From an optimization exercise on the open Yosys and OpenROAD flow, aimed at small area and a short achievable clock period; shortcuts taken in it are not production practice. The RTL was checked by simulation tests, not by an equivalence proof against the original design. No activity file was given, so power comes from the tool's default toggle rates.

==> flow/design.v <==
`default_nettype none
module wbps_regs (
   input  wire logic          clock,
   input  wire logic          reset,
   input  wire logic          psel,
   input  wire logic          penable,
   input  wire logic          pwrite,
   input  wire logic [5:0]    paddr,
   input  wire logic [63:0]   pwdata,
   output logic      [63:0]   prdata,
   output logic               pready,
   output logic [127:0]       pattern,
   output logic [15:0]        wildcard_mask,
   output logic [4:0]         pattern_length,
   output logic [63:0]        region_base,
   output logic [5:0]         region_base_hi_ones
);
   localparam int OFFSET_BITS = 32;    
   logic [63:0] pattern_low_ff, pattern_high_ff, region_base_ff;
   logic [15:0] wildcard_mask_ff;
   logic [4:0]  pattern_length_ff;
   logic [63:0] pattern_low_n_ff, pattern_high_n_ff, region_base_n_ff;
   logic [15:0] wildcard_mask_n_ff;
   logic [4:0]  pattern_length_n_ff;
   logic [63:0] wdata_n;
   logic [2:0]  index;
   logic        write_strobe;
   logic [63:0] wdata;
   logic [5:0]  base_hi_ones_ff, base_hi_ones_in;
   assign index = paddr[5:3];
   assign write_strobe = psel && penable && pwrite;
   assign wdata = reset ? 64'd0 : pwdata;
   assign wdata_n = ~wdata;
   assign pattern_low_ff = ~pattern_low_n_ff;
   assign pattern_high_ff = ~pattern_high_n_ff;
   assign region_base_ff = ~region_base_n_ff;
   assign wildcard_mask_ff = ~wildcard_mask_n_ff;
   assign pattern_length_ff = ~pattern_length_n_ff;
   assign pready = 1'b1;
   assign pattern = {pattern_high_ff, pattern_low_ff};
   assign wildcard_mask = wildcard_mask_ff;
   assign pattern_length = pattern_length_ff;
   assign region_base = region_base_ff;
   assign region_base_hi_ones = base_hi_ones_ff;
   always_comb begin
      base_hi_ones_in = 6'(64 - OFFSET_BITS);
      for (int k = 63 - OFFSET_BITS; k >= 0; k--) begin
         if (!wdata[OFFSET_BITS + k]) base_hi_ones_in = 6'(k);
      end
   end
   always_ff @(posedge clock) begin
      if (reset || (write_strobe && index == 3'd0)) pattern_low_n_ff <= wdata_n;
      if (reset || (write_strobe && index == 3'd1)) pattern_high_n_ff <= wdata_n;
      if (reset || (write_strobe && index == 3'd2)) wildcard_mask_n_ff <= wdata_n[15:0];
      if (reset || (write_strobe && index == 3'd3)) pattern_length_n_ff <= wdata_n[4:0];
      if (reset || (write_strobe && index == 3'd4)) begin
         region_base_n_ff <= wdata_n;
         base_hi_ones_ff <= base_hi_ones_in;
      end
   end
   wbps_rdata u_rdata (
      .index          (index),
      .pattern_low    (pattern_low_ff),
      .pattern_high   (pattern_high_ff),
      .wildcard_mask  (wildcard_mask_ff),
      .pattern_length (pattern_length_ff),
      .region_base    (region_base_ff),
      .prdata         (prdata)
   );
endmodule
`default_nettype wire
`default_nettype none
module wbps_rdata (
   input  wire logic [2:0]    index,
   input  wire logic [63:0]   pattern_low,
   input  wire logic [63:0]   pattern_high,
   input  wire logic [15:0]   wildcard_mask,
   input  wire logic [4:0]    pattern_length,
   input  wire logic [63:0]   region_base,
   output logic      [63:0]   prdata
);
   logic [63:0] pair0, pair1, low4, high4;
   assign pair0 = index[0] ? pattern_high : pattern_low;
   assign pair1 = index[0] ? {59'd0, pattern_length} : {48'd0, wildcard_mask};
   assign low4 = index[1] ? pair1 : pair0;
   assign high4 = (index[1] || index[0]) ? 64'd0 : region_base;
   assign prdata = index[2] ? high4 : low4;
endmodule
`default_nettype wire
`default_nettype none
module wbps_match (
   input  wire logic [7:0]   data,
   input  wire logic [127:0] pattern,
   input  wire logic [15:0]  wildcard_mask,
   output logic [15:0]       match
);
   always_comb begin
      for (int i = 0; i < 16; i++) begin
         match[i] = wildcard_mask[i] || (data == pattern[8 * i +: 8]);
      end
   end
endmodule
`default_nettype wire
`default_nettype none
module wbps_core (
   input  wire logic          clock,
   input  wire logic          reset,
   input  wire logic [127:0]  pattern,
   input  wire logic [15:0]   wildcard_mask,
   input  wire logic [4:0]    pattern_length,
   input  wire logic [63:0]   region_base,
   input  wire logic [5:0]    region_base_hi_ones,
   input  wire logic          req_valid,
   output logic               req_ready,
   input  wire logic [7:0]    req_data_byte,
   input  wire logic          req_last_byte,
   output logic               rsp_valid,
   input  wire logic          rsp_ready,
   output logic               rsp_found,
   output logic [63:0]        rsp_match_address
);
   localparam int OFFSET_BITS = 32;    
   localparam int W = OFFSET_BITS;
   logic        in_valid_ff;
   logic [7:0]  in_byte_ff;
   logic        in_last_ff;
   logic        first_ff;       
   logic        done_ff;        
   logic [4:0]  count_ff;       
   logic [14:0] prefix_ff;
   logic [W:0]  addr_ff;        
   logic        out_valid_ff;
   logic        out_found_ff;
   logic        advance, step;
   logic [4:0]  length;
   logic [16:0] length_sel;
   logic [15:0] match;
   logic [15:0] prefix;
   logic        done;
   logic        hit;
   logic [4:0]  count_next;
   logic        full;
   logic [W-1:0] stop_offset;
   logic [W-1:0] stop_carry_in;
   logic [W-1:0] stop_carry_out;
   logic        stop;
   logic        inc;
   logic [W:0]  addr_cur;
   logic [W:0]  addr_ones;
   logic [63-W:0] base_ones;
   assign advance = !out_valid_ff || rsp_ready;
   assign step = in_valid_ff && advance;
   assign req_ready = !in_valid_ff || advance;
   assign length = (pattern_length > 5'd16) ? 5'd16 : pattern_length;
   always_comb begin
      for (int l = 0; l <= 16; l++) begin
         length_sel[l] = (length == 5'(l));
      end
   end
   wbps_match u_match (
      .data          (in_byte_ff),
      .pattern       (pattern),
      .wildcard_mask (wildcard_mask),
      .match         (match)
   );
   always_comb begin
      prefix[0] = match[0];
      for (int i = 1; i < 16; i++) begin
         prefix[i] = match[i] && prefix_ff[i - 1] && !first_ff;
      end
   end
   assign done = done_ff && !first_ff;
   assign hit = |(length_sel[16:1] & prefix) && !done;
   assign count_next = first_ff ? 5'd1 : (count_ff[4] ? count_ff : count_ff + 5'd1);
   assign full = (count_next >= length);
   assign stop_offset = {{(W-5){1'b1}}, ~length};
   assign stop_carry_in = region_base[W-1:0] ^ stop_offset ^ addr_ff[W-1:0];
   assign stop_carry_out = (region_base[W-1:0] & stop_offset)
      | ((region_base[W-1:0] | stop_offset) & ~addr_ff[W-1:0]);
   assign stop = !first_ff && (stop_carry_in == {stop_carry_out[W-2:0], 1'b0});
   assign inc = full && !hit && !stop;
   assign addr_cur = first_ff ? {1'b0, region_base[W-1:0]} : addr_ff;
   always_comb begin
      addr_ones[0] = 1'b1;
      for (int k = 1; k <= W; k++) begin
         addr_ones[k] = addr_ones[k - 1] && addr_cur[k - 1];
      end
      for (int k = 0; k < 64 - W; k++) begin
         base_ones[k] = (region_base_hi_ones >= 6'(k));
      end
   end
   always_ff @(posedge clock) begin
      if (reset) begin
         in_valid_ff <= 1'b0;
         first_ff <= 1'b1;
         out_valid_ff <= 1'b0;
      end else begin
         if (req_ready) in_valid_ff <= req_valid;
         if (step) first_ff <= in_last_ff;
         if (advance) out_valid_ff <= step && (hit || (in_last_ff && !done));
      end
   end
   always_ff @(posedge clock) begin
      if (req_ready) begin
         in_byte_ff <= req_data_byte;
         in_last_ff <= req_last_byte;
      end
      if (step) begin
         done_ff <= done || hit;
         count_ff <= count_next;
         prefix_ff <= prefix[14:0];
         addr_ff <= addr_cur ^ (addr_ones & {(W+1){inc}});
         out_found_ff <= hit;
      end
   end
   assign rsp_valid = out_valid_ff;
   assign rsp_found = out_found_ff;
   assign rsp_match_address = out_found_ff
      ? {region_base[63:W] ^ (base_ones & {(64-W){addr_ff[W]}}), addr_ff[W-1:0]} : 64'd0;
endmodule
`default_nettype wire
`default_nettype none
module wildcard_byte_pattern_search (
   input  wire logic          clock,
   input  wire logic          reset,
   input  wire logic          req_valid,
   output logic               req_ready,
   input  wire logic [7:0]    req_data_byte,
   input  wire logic          req_last_byte,
   output logic               rsp_valid,
   input  wire logic          rsp_ready,
   output logic               rsp_found,
   output logic [63:0]        rsp_match_address,
   input  wire logic          psel,
   input  wire logic          penable,
   input  wire logic          pwrite,
   input  wire logic [5:0]    paddr,
   input  wire logic [63:0]   pwdata,
   output logic      [63:0]   prdata,
   output logic               pready
);
   logic [127:0] pattern;
   logic [15:0]  wildcard_mask;
   logic [4:0]   pattern_length;
   logic [63:0]  region_base;
   logic [5:0]   region_base_hi_ones;
   wbps_regs u_regs (
      .clock          (clock),
      .reset          (reset),
      .psel           (psel),
      .penable        (penable),
      .pwrite         (pwrite),
      .paddr          (paddr),
      .pwdata         (pwdata),
      .prdata         (prdata),
      .pready         (pready),
      .pattern        (pattern),
      .wildcard_mask  (wildcard_mask),
      .pattern_length (pattern_length),
      .region_base    (region_base),
      .region_base_hi_ones (region_base_hi_ones)
   );
   wbps_core u_core (
      .clock             (clock),
      .reset             (reset),
      .pattern           (pattern),
      .wildcard_mask     (wildcard_mask),
      .pattern_length    (pattern_length),
      .region_base       (region_base),
      .region_base_hi_ones (region_base_hi_ones),
      .req_valid         (req_valid),
      .req_ready         (req_ready),
      .req_data_byte     (req_data_byte),
      .req_last_byte     (req_last_byte),
      .rsp_valid         (rsp_valid),
      .rsp_ready         (rsp_ready),
      .rsp_found         (rsp_found),
      .rsp_match_address (rsp_match_address)
   );
endmodule
`default_nettype wire
==> flow/config.mk <==
export PLATFORM = sky130hd
export DESIGN_NAME = wildcard_byte_pattern_search
export DESIGN_NICKNAME = wildcard_byte_pattern_search
export VERILOG_FILES = /design/flow/design.v
export SDC_FILE = /design/flow/constraint.sdc
export NUM_CORES = 4
export LEC_CHECK = 0
export ABC_AREA = 1
export CAP_MARGIN = 20
export CORE_MARGIN = 2
export CORE_UTILIZATION = 40
export CTS_BUF_LIST = sky130_fd_sc_hd__clkbuf_8
export CTS_CLUSTER_DIAMETER = 50
export CTS_CLUSTER_SIZE = 20
export PLACE_DENSITY = 0.6
export SETUP_SLACK_MARGIN = 3.0
export SLEW_MARGIN = 20
==> flow/constraint.sdc <==
create_clock -name core_clock -period 7.2 [get_ports {clock}]
set_input_delay 1.4400 -clock core_clock [delete_from_list [all_inputs] [get_ports {clock}]]
set_output_delay 1.4400 -clock core_clock [all_outputs]
set_load 0.01 [all_outputs]
standard.sh (not shown) runs the stock make flow with config.mk's settings and CLKGATE_MAP_FILE= SYNTH_SCRIPT=/design/flow/synth_recipe.tcl, a recipe that flattens the netlist after the stock synthesis.
==> flow/flow/run.sh <==
#!/bin/bash
# The standard layout (standard.sh), with two placement and clock-tree choices:
# the port buffers that placement inserts are sky130_fd_sc_hd__buf_1, and the
# clock tree is built without dummy loads. make's output goes to standard.log;
# each ORFS step keeps its own log under orfs/logs.
set -euo pipefail
export BUFFER_PORTS_ARGS="-buffer_cell sky130_fd_sc_hd__buf_1"
export CTS_ARGS="-sink_clustering_enable -repair_clock_nets -sink_clustering_size 20 -sink_clustering_max_diameter 50 -buf_list sky130_fd_sc_hd__clkbuf_8 -dont_use_dummy_load"
bash standard.sh > standard.log 2>&1
==> next run, changes <==
--- a/flow/config.mk
+++ b/flow/config.mk
@@ -8 +7,0 @@
-export ABC_AREA = 1
@@ -15,2 +14,2 @@
-export PLACE_DENSITY = 0.6
-export SETUP_SLACK_MARGIN = 3.0
+export PLACE_DENSITY = 0.5
+export SETUP_SLACK_MARGIN = 3.2
@@ -17,0 +17 @@
+export TNS_END_PERCENT = 20
After rerunning: Combinational power goes up by 6.5%; final cell count goes down by 8.4%; sequential power is about the same; global-route usage goes up by 0.80 points; synthesized cell count goes down by 12%; via count goes down by 5.9%; clock-buffer cell count goes up by 4; design area goes down by 0.70%; setup slack improves by 200 ps.

[static timing again, ports no longer ideal]
In the flow no input, the clock included, has a driving cell. The finished layouts below were timed again as built, in two steps.
Step 1 (the two cells are an assumption about what drives the block):
set clk [get_ports {clock}]
set_driving_cell -lib_cell sky130_fd_sc_hd__clkbuf_16 $clk
set_driving_cell -lib_cell sky130_fd_sc_hd__buf_2 [delete_from_list [all_inputs] $clk]
Step 2 times the ports against the registers' clock, not the clock port: input delays grow and output delays shrink by t, the midpoint of the rising clock arrivals with the driver on.
a / b / c = no drivers / after step 1 / after step 2; a / b = the first two.
run	shift t [ns]	setup WS [ns]	hold WS [ns]	worst setup path after step 2
the first run	0.585	2.956 / 2.912 / 2.912	0.521 / 0.521 / 0.521	input to output
the second run	0.625	3.159 / 2.939 / 2.891	0.557 / 0.557 / 0.557	input to register
After both steps setup and hold are still met in every run listed. For the second run, which loses most, drivers alone change the setup slack by -0.220 ns; drivers and shift together by -0.268 ns.
